Source: an optimization exercise on an open RTL-to-GDS flow (aim: small area and a short achievable clock period). Production flows keep margins and buffers that such runs may drop.
No activity file was given, so power comes from the tool's default toggle rates.

==> trial 68 <==
==> flow/design.v <==
package mem_ctrl_pkg;
   localparam int CNT_W = 4;
endpackage
module sp_byte_ram #(
  parameter int    DATA_W      = 32,
  parameter int    DEPTH_WORDS = 64,
  parameter        MEM_INIT    = "",
  parameter int    NB          = DATA_W / 8,
  parameter int    AW          = (DEPTH_WORDS > 1) ? $clog2(DEPTH_WORDS) : 1
) (
  input  logic              clk,
  input  logic [NB*DEPTH_WORDS/4-1:0] wen,
  input  logic [DATA_W-1:0] wdata,
  input  logic [DEPTH_WORDS/2-1:0] tsel,
  output logic [DATA_W-1:0] tap
);
  localparam int NR = DEPTH_WORDS / 4;
  logic [DATA_W-1:0] tap_r [NR];
  for (genvar r = 0; r < NR; r++) begin : g_ring
    logic [DATA_W-1:0] p0, p1, p2, p3;
    always_ff @(posedge clk) begin
      p1 <= p0;
      p2 <= p1;
      p3 <= p2;
      for (int b = 0; b < NB; b++)
        p0[b*8 +: 8] <= wen[r*NB+b] ? wdata[b*8 +: 8] : p3[b*8 +: 8];
    end
    assign tap_r[r] = ({DATA_W{tsel[2*r]}} & p0) | ({DATA_W{tsel[2*r+1]}} & p2);
  end
  always_comb begin
    tap = '0;
    for (int r = 0; r < NR; r++) tap = tap | tap_r[r];
  end
endmodule
import mem_ctrl_pkg::*;
module multicycle_mem_ctrl
#(
   parameter int                DATA_W      = 32,
   parameter int                ADDR_W      = 32,
   parameter int                DEPTH_WORDS = 64,
   parameter int                WAIT_STATES = 2,
   parameter                    MEM_INIT    = "",
   parameter logic [ADDR_W-1:0] MMIO_ADDR   = 32'h0000_0100
) (
   input  logic                clk,
   input  logic                reset,
   input  logic                req,
   input  logic                we,
   input  logic [ADDR_W-1:0]   addr,
   input  logic [DATA_W-1:0]   wdata,
   input  logic [DATA_W/8-1:0] be,
   output logic [DATA_W-1:0]   rdata,
   output logic                ready,
   output logic                err,
   output logic [DATA_W-1:0]   WriteData,
   output logic [ADDR_W-1:0]   DataAdr,
   output logic                MemWrite,
   output logic [DATA_W-1:0]   mmio_out
);
   localparam int NB  = DATA_W / 8;
   localparam int BLG = (NB > 1) ? $clog2(NB) : 0;
   localparam int AW  = (DEPTH_WORDS > 1) ? $clog2(DEPTH_WORDS) : 1;
   localparam int NR  = DEPTH_WORDS / 4;
   localparam bit MMIO_EN = 1'b1;
   logic              b1, b2, b3, idle, accept;
   logic              we_q, bad_q, hit_q;
   logic [AW-1:0]     widx_q;
   logic [DATA_W-1:0] wdata_q;
   logic [NB-1:0]     be_q;
   logic              hit_d, bad_d;
   assign hit_d  = MMIO_EN && (addr == MMIO_ADDR);
   assign bad_d  = (addr[BLG-1:0] != '0) || ((addr[ADDR_W-1:AW+BLG] != '0) && !hit_d);
   assign accept = idle && req;
   always_ff @(posedge clk) begin
      if (!reset) begin
         b1   <= 1'b0;
         b2   <= 1'b0;
         b3   <= 1'b0;
         idle <= 1'b1;
      end else begin
         b1   <= accept;
         b2   <= b1;
         b3   <= b2;
         idle <= !accept && !b1 && !b2;
      end
   end
   always_ff @(posedge clk) begin
      if (accept) begin
         we_q    <= we;
         bad_q   <= bad_d;
         hit_q   <= hit_d;
         widx_q  <= addr[AW+BLG-1:BLG];
         wdata_q <= wdata;
         be_q    <= be;
      end
   end
   logic [1:0]        ph;           
   logic [DATA_W-1:0] wbuf;         
   logic [NB-1:0]     wbe;
   logic [1:0]        wslot;        
   logic [NR-1:0]     wring;        
   logic              wa;           
   logic              land;
   logic [NB*NR-1:0]  wen;
   logic [DATA_W-1:0] tap;
   logic [1:0]        posn;
   logic              hsel;
   logic [DATA_W-1:0] rtap;
   logic [DATA_W-1:0] mmio_q;
   always_ff @(posedge clk) ph <= ph + 2'd1;
   always_ff @(posedge clk) begin
      if (b2) begin
         wbuf   <= we_q ? wdata_q : rtap;
         wbe    <= be_q;
         wslot  <= widx_q[1:0];
         for (int r = 0; r < NR; r++) wring[r] <= (widx_q[AW-1:2] == r);
      end
   end
   logic       lnext_q, l3_q;
   logic       wa_n;
   logic [1:0] wslot_n;
   logic       p3_n;
   assign land = lnext_q || (l3_q && reset);
   always_comb begin
      if (b2 && reset && we_q && !bad_q && !hit_q) wa_n = 1'b1;
      else if (land || (b3 && !reset))             wa_n = 1'b0;
      else                                         wa_n = wa;
      wslot_n = b2 ? widx_q[1:0] : wslot;
      p3_n    = (wslot_n + ph + 2'd1) == 2'd3;
   end
   always_ff @(posedge clk) begin
      wa      <= wa_n;
      lnext_q <= wa_n && p3_n && !(b2 && reset);
      l3_q    <= wa_n && p3_n && (b2 && reset);
   end
   always_comb begin
      for (int r = 0; r < NR; r++)
         for (int b = 0; b < NB; b++)
            wen[r*NB+b] = land && wring[r] && wbe[b];
   end
   logic [2*NR-1:0]   tsel_q;
   assign posn = widx_q[1:0] + ph + 2'd1;
   always_ff @(posedge clk) begin
      for (int r = 0; r < NR; r++) begin
         tsel_q[2*r]   <= (widx_q[AW-1:2] == r) && (posn == 2'd0) && !hit_q;
         tsel_q[2*r+1] <= (widx_q[AW-1:2] == r) && (posn == 2'd2) && !hit_q;
      end
   end
   sp_byte_ram #(
      .DATA_W      (DATA_W),
      .DEPTH_WORDS (DEPTH_WORDS),
      .MEM_INIT    (MEM_INIT)
   ) u_ram (
      .clk   (clk),
      .wen   (wen),
      .wdata (wbuf),
      .tsel  (tsel_q),
      .tap   (tap)
   );
   assign hsel = hit_q && !idle;
   assign rtap = tap | ({DATA_W{hsel}} & mmio_q);
   logic              ready_q, err_q, mw_q;
   logic              ld_q;
   logic [DATA_W-1:0] rdata_q, wd_out_q;
   logic [AW:0]       adr_out_q;    
   always_ff @(posedge clk) ld_q <= reset && b2 && !we_q && !bad_q;
   always_ff @(posedge clk) begin
      if (!reset) begin
         ready_q   <= 1'b0;
         err_q     <= 1'b0;
         mw_q      <= 1'b0;
         wd_out_q  <= '0;
         adr_out_q <= '0;
         rdata_q   <= '0;
      end else begin
         ready_q <= b3;
         err_q   <= b3 && bad_q;
         mw_q    <= b3 && we_q && !bad_q;
         if (b3 && we_q && !bad_q) begin
            wd_out_q  <= wdata_q;
            adr_out_q <= {hit_q, widx_q};
         end
         if (ld_q) rdata_q <= rtap | wbuf;
      end
   end
   always_ff @(posedge clk) begin
      if (!reset) begin
         mmio_q <= '0;
      end else if (b3 && we_q && hit_q) begin
         for (int i = 0; i < NB; i++) begin
            if (be_q[i]) mmio_q[i*8 +: 8] <= wdata_q[i*8 +: 8];
         end
      end
   end
   assign rdata     = rdata_q;
   assign mmio_out  = mmio_q;
   assign ready     = ready_q;
   assign err       = err_q;
   assign MemWrite  = mw_q;
   assign WriteData = wd_out_q;
   assign DataAdr   = {{(ADDR_W-AW-BLG-1){1'b0}}, adr_out_q, {BLG{1'b0}}};
endmodule
==> flow/run.sh <==
#!/bin/bash
# synth_recipe.tcl (not shown) runs the flow's synth.tcl, then flattens the netlist and writes it again
# the make line also repeats each setting of config.mk as NAME=value (left out here)
make -C /OpenROAD-flow-scripts/flow DESIGN_CONFIG=/design/flow/config.mk WORK_HOME=/design/flow/orfs CLKGATE_MAP_FILE= SYNTH_SCRIPT=/design/flow/synth_recipe.tcl finish
==> flow/config.mk <==
export PLATFORM = sky130hd
export DESIGN_NAME = multicycle_mem_ctrl
export DESIGN_NICKNAME = multicycle_mem_ctrl
export VERILOG_FILES = /design/flow/design.v
export SDC_FILE = /design/flow/constraint.sdc
export NUM_CORES = 4
export LEC_CHECK = 0
export CAP_MARGIN = 20
export CORE_MARGIN = 2
export CORE_UTILIZATION = 50
export CTS_CLUSTER_DIAMETER = 100
export CTS_CLUSTER_SIZE = 25
export SETUP_SLACK_MARGIN = 2.1
export SLEW_MARGIN = 20
export TNS_END_PERCENT = 10
==> flow/constraint.sdc <==
create_clock -name core_clock -period 4.0 [get_ports {clk}]
set_input_delay 0.8000 -clock core_clock [delete_from_list [all_inputs] [get_ports {clk}]]
set_output_delay 0.8000 -clock core_clock [all_outputs]
set_load 0.01 [all_outputs]
==> inputs of build 90, as changes to trial 68 <==
--- a/flow/design.v
+++ b/flow/design.v
@@ -13,3 +13,3 @@
   input  logic [DATA_W-1:0] wdata,
-  input  logic [DEPTH_WORDS/2-1:0] tsel,
+  input  logic [DEPTH_WORDS/4-1:0] tsel,
   output logic [DATA_W-1:0] tap
@@ -27,3 +27,3 @@
     end
-    assign tap_r[r] = ({DATA_W{tsel[2*r]}} & p0) | ({DATA_W{tsel[2*r+1]}} & p2);
+    assign tap_r[r] = {DATA_W{tsel[r]}} & p0;
   end
@@ -104,7 +104,5 @@
    logic [NB*NR-1:0]  wen;
-   logic [DATA_W-1:0] tap;
+   logic [NR-1:0]     tsel_q;
+   logic [DATA_W-1:0] tap, samp_q;
    logic [1:0]        posn;
-   logic              hsel;
-   logic [DATA_W-1:0] rtap;
-   logic [DATA_W-1:0] mmio_q;
    always_ff @(posedge clk) ph <= ph + 2'd1;
@@ -112,3 +110,3 @@
       if (b2) begin
-         wbuf   <= we_q ? wdata_q : rtap;
+         wbuf   <= wdata_q;
          wbe    <= be_q;
@@ -140,10 +138,14 @@
    end
-   logic [2*NR-1:0]   tsel_q;
-   assign posn = widx_q[1:0] + ph + 2'd1;
-   always_ff @(posedge clk) begin
-      for (int r = 0; r < NR; r++) begin
-         tsel_q[2*r]   <= (widx_q[AW-1:2] == r) && (posn == 2'd0) && !hit_q;
-         tsel_q[2*r+1] <= (widx_q[AW-1:2] == r) && (posn == 2'd2) && !hit_q;
-      end
-   end
+   logic [AW-1:0]   idx_n;
+   logic [NR-1:0]   tsel, tsel_in;
+   assign idx_n = idle ? addr[AW+BLG-1:BLG] : widx_q;
+   always_comb begin
+      for (int r = 0; r < NR; r++)
+         tsel_in[r] = (addr[AW+BLG-1:BLG+2] == r) && ((addr[BLG+1:BLG] + ph) == 2'd0);
+   end
+   always_ff @(posedge clk) begin
+      for (int r = 0; r < NR; r++)
+         tsel_q[r] <= (idx_n[AW-1:2] == r) && ((idx_n[1:0] + ph + 2'd1) == 2'd0);
+   end
+   assign tsel = idle ? tsel_in : tsel_q;
    sp_byte_ram #(
@@ -156,12 +158,14 @@
       .wdata (wbuf),
-      .tsel  (tsel_q),
+      .tsel  (tsel),
       .tap   (tap)
    );
-   assign hsel = hit_q && !idle;
-   assign rtap = tap | ({DATA_W{hsel}} & mmio_q);
+   always_ff @(posedge clk) samp_q <= tap | (idle ? '0 : samp_q);
    logic              ready_q, err_q, mw_q;
-   logic              ld_q;
-   logic [DATA_W-1:0] rdata_q, wd_out_q;
+   logic              ldr_q, ldm_q;
+   logic [DATA_W-1:0] rdata_q, wd_out_q, mmio_q;
    logic [AW:0]       adr_out_q;    
-   always_ff @(posedge clk) ld_q <= reset && b2 && !we_q && !bad_q;
+   always_ff @(posedge clk) begin
+      ldr_q <= reset && b2 && !we_q && !bad_q && !hit_q;
+      ldm_q <= reset && b2 && !we_q && hit_q;
+   end
    always_ff @(posedge clk) begin
@@ -182,3 +186,4 @@
          end
-         if (ld_q) rdata_q <= rtap | wbuf;
+         if (ldr_q)      rdata_q <= tap | samp_q;
+         else if (ldm_q) rdata_q <= mmio_q;
       end
==> flow/flow/run.sh (new file) <==
#!/bin/bash
# Standard layout, with the port buffers made from plain buffers instead
# of the delay cells buffer_ports picks by default.
set -euo pipefail
export BUFFER_PORTS_ARGS="-buffer_cell sky130_fd_sc_hd__buf_2"
bash standard.sh > standard_flow.log 2>&1
==> flow/standard.sh (new file) <==
#!/bin/bash
# synth_recipe.tcl (not shown) runs the flow's synth.tcl, then flattens the netlist and writes it again
# the make line also repeats each setting of config.mk as NAME=value (left out here)
make -C /OpenROAD-flow-scripts/flow DESIGN_CONFIG=/design/flow/config.mk WORK_HOME=/design/flow/orfs CLKGATE_MAP_FILE= SYNTH_SCRIPT=/design/flow/synth_recipe.tcl "${@:-finish}"
Settings changed: CORE_UTILIZATION 50 to 60, SETUP_SLACK_MARGIN 2.1 to 1.8, TNS_END_PERCENT 10 to default.
removed: flow/run.sh
==> run summary <==
CP max stage cell: build 90 sky130_fd_sc_hd__nor3_1; trial 68 sky130_fd_sc_hd__or4_4
Summed instance area of the synthesized netlist: build 90 0.0637 sq mm; trial 68 0.0619 sq mm
Core region area: build 90 0.105 sq mm; trial 68 0.123 sq mm
End point of the worst hold path: build 90 wdata_q[30]; trial 68 u_ram.g_ring[5].p2[29]
Worst Path Arrival: build 90 3.05 ns; trial 68 2.79 ns
Number of core rows: build 90 119; trial 68 129
Area of the multi-input gates: build 90 0.0163 sq mm; trial 68 0.0152 sq mm
Horizontal die dimension: build 90 330 um; trial 68 356 um
Outcome: build 90 complete, no violations; trial 68 complete, no violations
Cell depth of the worst hold path: build 90 1; trial 68 0
Layer with the highest usage after global routing: build 90 met1; trial 68 met2
Worst min path class: build 90 primary input to flop; trial 68 flop to flop
Register share of total power: build 90 0.655; trial 68 0.657
Worst Tran Pin Value: build 90 1.21 ns; trial 68 1.08 ns
DRT Pass-1 Iters: build 90 12; trial 68 5
Switching part of the total power: build 90 0.212; trial 68 0.209
No run of this note included a check of the RTL's function; only the layout flow was run.

==> port drivers added, routing unchanged <==
No port has a modelled driver above. Below, the same layouts with a new extraction and two added sets of constraints.
Step 1 assumes that a clkbuf_16 drives the clock port and a buf_2 every other input.
Step 2 times the ports against the registers' clock, not the clock port: input delays grow and output delays shrink by t, the midpoint of the rising clock arrivals with the driver on.
Three values: no drivers, after step 1, after step 2; two values: the first two.
| run | shift t [ns] | setup WS [ns] | worst setup path after step 2 | clock arrival spread, ns | slew at the worst register clock pin (ns) |
|---|---|---|---|---|---|
| trial 68 | 0.811 | 1.700 / 1.700 / 1.279 | input to register | 0.036 / 0.036 | 0.10 / 0.10 |
| build 90 | 0.802 | 1.615 / 1.615 / 0.880 | input to register | 0.044 / 0.043 | 0.11 / 0.11 |
After both steps every run listed still meets setup and hold. For build 90, which loses most, drivers alone change the setup slack by 0.000 ns; drivers and shift together by -0.735 ns.
